From an optimization exercise on the open Yosys and OpenROAD flow, aimed at small area, a short achievable clock period and few clock cycles per item; shortcuts taken in it are not production practice.

## 03-08
==> flow/design.v <==
module cordic_pipe #(
  parameter int W         = 16,
  parameter int AW        = 16,
  parameter int ITER      = 12,
  parameter int GAIN_COMP = 1,
  parameter int IN_REG    = 0,    
  parameter int IPS       = 1,    
  parameter int GSPLIT    = 1,    
  parameter int SKID      = 2     
) (
  input  logic          clk,
  input  logic          rst,
  input  logic          in_valid,
  output logic          in_ready,
  input  logic          in_mode,
  input  logic [W-1:0]  in_x,
  input  logic [W-1:0]  in_y,
  input  logic [AW-1:0] in_z,
  output logic          out_valid,
  input  logic          out_ready,
  output logic          out_mode,
  output logic [W-1:0]  out_x,
  output logic [W-1:0]  out_y,
  output logic [AW-1:0] out_z
);
  localparam int XW = W + 2;
  localparam int BW = XW - 5;   
  localparam int NS = ITER / IPS;
  localparam logic signed [AW-1:0] Z90  = AW'(9000);
  localparam logic signed [AW-1:0] Z180 = AW'(18000);
  function automatic logic [AW-1:0] atan_cdeg(input int i);
    case (i)
      0:  atan_cdeg = 4500;
      1:  atan_cdeg = 2657;
      2:  atan_cdeg = 1404;
      3:  atan_cdeg = 713;
      4:  atan_cdeg = 358;
      5:  atan_cdeg = 179;
      6:  atan_cdeg = 90;
      7:  atan_cdeg = 45;
      8:  atan_cdeg = 22;
      9:  atan_cdeg = 11;
      10: atan_cdeg = 6;
      11: atan_cdeg = 3;
      12: atan_cdeg = 1;
      13: atan_cdeg = 1;
      default: atan_cdeg = 0;
    endcase
  endfunction
  function automatic logic [XW-1:0] addsub(input logic [XW-1:0] a, input logic [XW-1:0] b,
                                           input logic sub);
    logic [XW:0] s;
    s = {a, 1'b1} + {b ^ {XW{sub}}, sub};
    addsub = s[XW:1];
  endfunction
  localparam int NV = IN_REG + 1 + NS + (GSPLIT == 1 ? 2 : 1);   
  logic          en;              
  logic          o_v, s_v, rdy;   
  logic [NV-1:0] vld;
  assign out_valid = o_v;
  always_ff @(posedge clk or posedge rst) begin
    if (rst) vld <= '0;
    else if (en) vld <= {vld[NV-2:0], in_valid};
  end
  logic signed [AW-1:0] zi;
  logic                 r_hi, r_lo, vfold, n_fold, n_kp, n_kn, n_d0;
  assign zi     = in_z;
  assign r_hi   = zi > Z90;             
  assign r_lo   = zi < -Z90;            
  assign vfold  = in_x[W-1];            
  assign n_fold = in_mode ? vfold : (r_hi || r_lo);
  assign n_kp   = in_mode ? (vfold && !in_y[W-1]) : r_lo;
  assign n_kn   = in_mode ? (vfold && in_y[W-1]) : r_hi;
  assign n_d0   = in_mode ? (vfold ? ($signed(in_y) > 0) : in_y[W-1])
                          : (r_hi ? (zi >= Z180) : r_lo ? (zi >= -Z180) : !zi[AW-1]);
  logic          i_mode, i_fold, i_kp, i_kn, i_d0;
  logic [W-1:0]  i_x, i_y;
  logic [AW-1:0] i_zm;
  if (IN_REG != 0) begin : g_inreg
    always_ff @(posedge clk) begin
      if (en) begin
        i_mode <= in_mode;
        i_x    <= in_x;
        i_y    <= in_y;
        i_zm   <= in_mode ? '0 : in_z;
        i_fold <= n_fold;
        i_kp   <= n_kp;
        i_kn   <= n_kn;
        i_d0   <= n_d0;
      end
    end
  end else begin : g_noinreg
    assign i_mode = in_mode;
    assign i_x    = in_x;
    assign i_y    = in_y;
    assign i_zm   = in_mode ? '0 : in_z;
    assign i_fold = n_fold;
    assign i_kp   = n_kp;
    assign i_kn   = n_kn;
    assign i_d0   = n_d0;
  end
  logic signed [XW-1:0] ext_x, ext_y, px_n, py_n;
  logic signed [AW-1:0] pz_n;
  assign ext_x = {{2{i_x[W-1]}}, i_x};
  assign ext_y = {{2{i_y[W-1]}}, i_y};
  assign px_n  = i_fold ? -ext_x : ext_x;
  assign py_n  = i_fold ? -ext_y : ext_y;
  if (IN_REG != 0) begin : g_pz_sel
    assign pz_n = i_zm + (i_kp ? Z180 : i_kn ? -Z180 : AW'(0));
  end else begin : g_pz_mux
    logic signed [AW-1:0] zp, zn;
    assign zp   = i_zm + Z180;
    assign zn   = i_zm - Z180;
    assign pz_n = i_kp ? zp : i_kn ? zn : i_zm;
  end
  logic [NS:0]           s_mode, s_dx, s_dy;
  logic [NS:0][XW-1:0]   s_x, s_y;
  logic [NS:0][AW-1:0]   s_z;
  always_ff @(posedge clk) begin
    if (en) begin
      s_mode[0] <= i_mode;
      s_x[0]    <= px_n;
      s_y[0]    <= py_n;
      s_z[0]    <= pz_n;
      s_dx[0]   <= i_d0;
      s_dy[0]   <= !i_d0;
    end
  end
  localparam int NC = NS * (IPS + 1);
  logic [NC-1:0][XW-1:0] cx, cy;
  logic [NC-1:0][AW-1:0] cz;
  logic [NC-1:0]         cdx, cdy;
  for (genvar k = 0; k < NS; k++) begin : g_stage
    localparam int B = k * (IPS + 1);
    assign cx[B+0]  = s_x[k];
    assign cy[B+0]  = s_y[k];
    assign cz[B+0]  = s_z[k];
    assign cdx[B+0] = s_dx[k];
    assign cdy[B+0] = s_dy[k];
    for (genvar j = 0; j < IPS; j++) begin : g_rot
      localparam int I = k * IPS + j;
      localparam logic [AW-1:0] ANG = atan_cdeg(I);
      logic signed [XW-1:0] xs, ys;
      assign xs        = $signed(cx[B+j]) >>> I;
      assign ys        = $signed(cy[B+j]) >>> I;
      assign cx[B+j+1]   = addsub(cx[B+j], ys, cdx[B+j]);
      assign cy[B+j+1]   = addsub(cy[B+j], xs, cdy[B+j]);
      assign cz[B+j+1]   = cz[B+j] + (cdx[B+j] ? -ANG : ANG);
      assign cdx[B+j+1]  = s_mode[k] ? cy[B+j+1][XW-1] : !cz[B+j+1][AW-1];
      assign cdy[B+j+1]  = s_mode[k] ? !cy[B+j+1][XW-1] : cz[B+j+1][AW-1];
    end
    always_ff @(posedge clk) begin
      if (en) begin
        s_mode[k+1] <= s_mode[k];
        s_x[k+1]    <= cx[B+IPS];
        s_y[k+1]    <= cy[B+IPS];
        s_z[k+1]    <= cz[B+IPS];
        s_dx[k+1]   <= cdx[B+IPS];
        s_dy[k+1]   <= cdy[B+IPS];
      end
    end
  end
  logic signed [XW-1:0] l_x, l_y, g_x, g_y;
  logic          g_mode;
  logic [AW-1:0] g_z;
  assign l_x = s_x[NS];
  assign l_y = s_y[NS];
  if (GSPLIT == 1) begin : g_gain2
    logic signed [XW-1:0] ga_x, ga_y;
    logic signed [BW-1:0] gb_x, gb_y;
    logic          ga_mode;
    logic [AW-1:0] ga_z;
    always_ff @(posedge clk) begin
      if (en) begin
        ga_mode <= s_mode[NS];
        ga_z    <= s_z[NS];
        ga_x    <= (l_x >>> 1) + (l_x >>> 3);
        ga_y    <= (l_y >>> 1) + (l_y >>> 3);
        gb_x    <= BW'(l_x >>> 6) + BW'(l_x >>> 9);
        gb_y    <= BW'(l_y >>> 6) + BW'(l_y >>> 9);
        g_mode  <= ga_mode;
        g_z     <= ga_z;
        g_x     <= ga_x - XW'(gb_x);
        g_y     <= ga_y - XW'(gb_y);
      end
    end
  end else if (GSPLIT == 2) begin : g_gainh
    logic signed [XW-1:0] ga_x, ga_y;
    logic signed [BW-1:0] gb_x, gb_y;
    always_ff @(posedge clk) begin
      if (en) begin
        g_mode <= s_mode[NS];
        g_z    <= s_z[NS];
        ga_x   <= (l_x >>> 1) + (l_x >>> 3);
        ga_y   <= (l_y >>> 1) + (l_y >>> 3);
        gb_x   <= BW'(l_x >>> 6) + BW'(l_x >>> 9);
        gb_y   <= BW'(l_y >>> 6) + BW'(l_y >>> 9);
      end
    end
    assign g_x = ga_x - XW'(gb_x);
    assign g_y = ga_y - XW'(gb_y);
  end else begin : g_gain1
    always_ff @(posedge clk) begin
      if (en) begin
        g_mode <= s_mode[NS];
        g_z    <= s_z[NS];
        g_x    <= (l_x >>> 1) + (l_x >>> 3) - (l_x >>> 6) - (l_x >>> 9);
        g_y    <= (l_y >>> 1) + (l_y >>> 3) - (l_y >>> 6) - (l_y >>> 9);
      end
    end
  end
  function automatic logic [W-1:0] sat(input logic signed [XW-1:0] v);
    if (v[XW-1:W-1] != {(XW-W+1){v[XW-1]}}) sat = {v[XW-1], {(W-1){!v[XW-1]}}};
    else                                    sat = v[W-1:0];
  endfunction
  logic [3*W:0] res, skid;
  assign res = GAIN_COMP != 0 ? {g_mode, sat(g_x), sat(g_y), g_z}
                              : {s_mode[NS], sat(l_x), sat(l_y), s_z[NS]};
  if (SKID == 1) begin : g_skid
    logic push, o_v_n, s_v_n;
    assign en       = !s_v;
    assign in_ready = rdy;
    assign push     = en && vld[NV-1];
    assign o_v_n    = s_v || push || (o_v && !out_ready);
    assign s_v_n    = s_v ? !out_ready : (push && o_v && !out_ready);
    always_ff @(posedge clk or posedge rst) begin
      if (rst) begin
        o_v <= 1'b0;
        s_v <= 1'b0;
        rdy <= 1'b1;
      end else begin
        o_v <= o_v_n;
        s_v <= s_v_n;
        rdy <= !s_v_n;
      end
    end
    always_ff @(posedge clk) begin
      if (!s_v) skid <= res;
      if (!o_v || out_ready) {out_mode, out_x, out_y, out_z} <= s_v ? skid : res;
    end
  end else if (SKID == 2) begin : g_noreg
    assign en       = !o_v || out_ready;
    assign in_ready = en;
    assign s_v      = 1'b0;
    assign rdy      = 1'b1;
    assign skid     = '0;
    assign o_v      = vld[NV-1];
    assign {out_mode, out_x, out_y, out_z} = res;
  end else begin : g_noskid
    assign en       = !o_v || out_ready;
    assign in_ready = en;
    assign s_v      = 1'b0;
    assign rdy      = 1'b1;
    assign skid     = '0;
    always_ff @(posedge clk or posedge rst) begin
      if (rst) o_v <= 1'b0;
      else if (en) o_v <= vld[NV-1];
    end
    always_ff @(posedge clk) begin
      if (en) {out_mode, out_x, out_y, out_z} <= res;
    end
  end
endmodule
Settings: LEC_CHECK=0, CAP_MARGIN=20, CORE_MARGIN=2, CORE_UTILIZATION=40, SETUP_SLACK_MARGIN=1.2, SLEW_MARGIN=20; clock period 4.4 ns.
run.sh (not shown) runs the stock make flow with config.mk's settings and CLKGATE_MAP_FILE= SYNTH_SCRIPT=/design/flow/synth_recipe.tcl, a recipe that flattens the netlist after the stock synthesis.
03-08 did not stop at any stage, and its layout met the timing, design-rule and antenna checks.
Input changes introduced in 05-03 (baseline for comparison: 03-08):
--- a/flow/design.v
+++ b/flow/design.v
@@ -3,11 +3,11 @@
   parameter int AW        = 16,
   parameter int ITER      = 12,
   parameter int GAIN_COMP = 1,
   parameter int IN_REG    = 0,    
   parameter int IPS       = 1,    
-  parameter int GSPLIT    = 1,    
+  parameter int GSPLIT    = 0,    
   parameter int SKID      = 2     
 ) (
   input  logic          clk,
   input  logic          rst,
   input  logic          in_valid,
@@ -111,54 +111,58 @@
     logic signed [AW-1:0] zp, zn;
     assign zp   = i_zm + Z180;
     assign zn   = i_zm - Z180;
     assign pz_n = i_kp ? zp : i_kn ? zn : i_zm;
   end
-  logic [NS:0]           s_mode, s_dx, s_dy;
+  logic [NS:0]           s_mode, s_dx, s_dy, s_dz;
   logic [NS:0][XW-1:0]   s_x, s_y;
   logic [NS:0][AW-1:0]   s_z;
   always_ff @(posedge clk) begin
     if (en) begin
       s_mode[0] <= i_mode;
       s_x[0]    <= px_n;
       s_y[0]    <= py_n;
       s_z[0]    <= pz_n;
       s_dx[0]   <= i_d0;
-      s_dy[0]   <= !i_d0;
+      s_dy[0]   <= i_d0;
+      s_dz[0]   <= i_d0;
     end
   end
   localparam int NC = NS * (IPS + 1);
   logic [NC-1:0][XW-1:0] cx, cy;
   logic [NC-1:0][AW-1:0] cz;
-  logic [NC-1:0]         cdx, cdy;
+  logic [NC-1:0]         cdx, cdy, cdz;
   for (genvar k = 0; k < NS; k++) begin : g_stage
     localparam int B = k * (IPS + 1);
     assign cx[B+0]  = s_x[k];
     assign cy[B+0]  = s_y[k];
     assign cz[B+0]  = s_z[k];
     assign cdx[B+0] = s_dx[k];
     assign cdy[B+0] = s_dy[k];
+    assign cdz[B+0] = s_dz[k];
     for (genvar j = 0; j < IPS; j++) begin : g_rot
       localparam int I = k * IPS + j;
       localparam logic [AW-1:0] ANG = atan_cdeg(I);
       logic signed [XW-1:0] xs, ys;
       assign xs        = $signed(cx[B+j]) >>> I;
       assign ys        = $signed(cy[B+j]) >>> I;
       assign cx[B+j+1]   = addsub(cx[B+j], ys, cdx[B+j]);
-      assign cy[B+j+1]   = addsub(cy[B+j], xs, cdy[B+j]);
-      assign cz[B+j+1]   = cz[B+j] + (cdx[B+j] ? -ANG : ANG);
+      assign cy[B+j+1]   = addsub(cy[B+j], xs, !cdy[B+j]);
+      assign cz[B+j+1]   = cz[B+j] + (cdz[B+j] ? -ANG : ANG);
       assign cdx[B+j+1]  = s_mode[k] ? cy[B+j+1][XW-1] : !cz[B+j+1][AW-1];
-      assign cdy[B+j+1]  = s_mode[k] ? !cy[B+j+1][XW-1] : cz[B+j+1][AW-1];
+      assign cdy[B+j+1]  = cdx[B+j+1];
+      assign cdz[B+j+1]  = cdx[B+j+1];
     end
     always_ff @(posedge clk) begin
       if (en) begin
         s_mode[k+1] <= s_mode[k];
         s_x[k+1]    <= cx[B+IPS];
         s_y[k+1]    <= cy[B+IPS];
         s_z[k+1]    <= cz[B+IPS];
         s_dx[k+1]   <= cdx[B+IPS];
         s_dy[k+1]   <= cdy[B+IPS];
+        s_dz[k+1]   <= cdz[B+IPS];
       end
     end
   end
   logic signed [XW-1:0] l_x, l_y, g_x, g_y;
   logic          g_mode;
Findings:
[compare] base=03-08 new=05-03: clock buffer count in the final layout now sits lower, share of flip-flops with an asynchronous set or reset after synthesis has remained practically unchanged.
[compare] base=03-08 new=05-03: width of the die -17 um; post-synthesis net count -7.4%.
The area occupied by multi-input gates of 05-03 falls short of that of 03-08 by 5.5%.
Relative to 03-08, met1 track demand over resource has decreased by 0.46 points in 05-03.
[compare] base=03-08 new=05-03: wire length of the first global-routing pass saw a decrease, cell total after placement saw a decrease.
On number of instances resized during post-cts repair: 05-03 sits above 03-08.
Between 05-03 and 03-08, the largest net degree at the start of global routing is higher for 05-03.
In the metrics for 05-03 and 03-08, the one carrying the higher final worst slack is 03-08.
No functional check of the RTL was part of any run of this note.

==> what the ideal ports hide <==
In the flow no input, the clock included, has a driving cell. The finished layouts below were timed again as built, in two steps.
Step 1 (the two cells are an assumption about what drives the block):
set clk [get_ports {clk}]
set_driving_cell -lib_cell sky130_fd_sc_hd__clkbuf_16 $clk
set_driving_cell -lib_cell sky130_fd_sc_hd__buf_2 [delete_from_list [all_inputs] $clk]
Step 2 adds t to the input delays and takes it off the output delays; t is the mean of the earliest and latest rising clock arrival at the registers after step 1. Input paths then give back, and output paths get back, about the clock's delay inside the block.
a / b / c = ideal ports / drivers / drivers and shift; a / b = the first two.
run | t (ns) | slack for setup (ns) | worst setup path at the end | latest minus earliest clock arrival (ns) | slew at the worst register clock pin (ns)
03-08 | 0.773 | 1.183 / 1.183 / 0.716 | input to register | 0.044 / 0.044 | 0.06 / 0.06
05-03 | 0.751 | 0.576 / 0.576 / 0.576 | register to register | 0.031 / 0.032 | 0.07 / 0.07
After both steps setup and hold are still met in every run listed. The setup slack of 03-08, which loses most, moves by 0.000 ns with the drivers and by -0.467 ns with both steps.
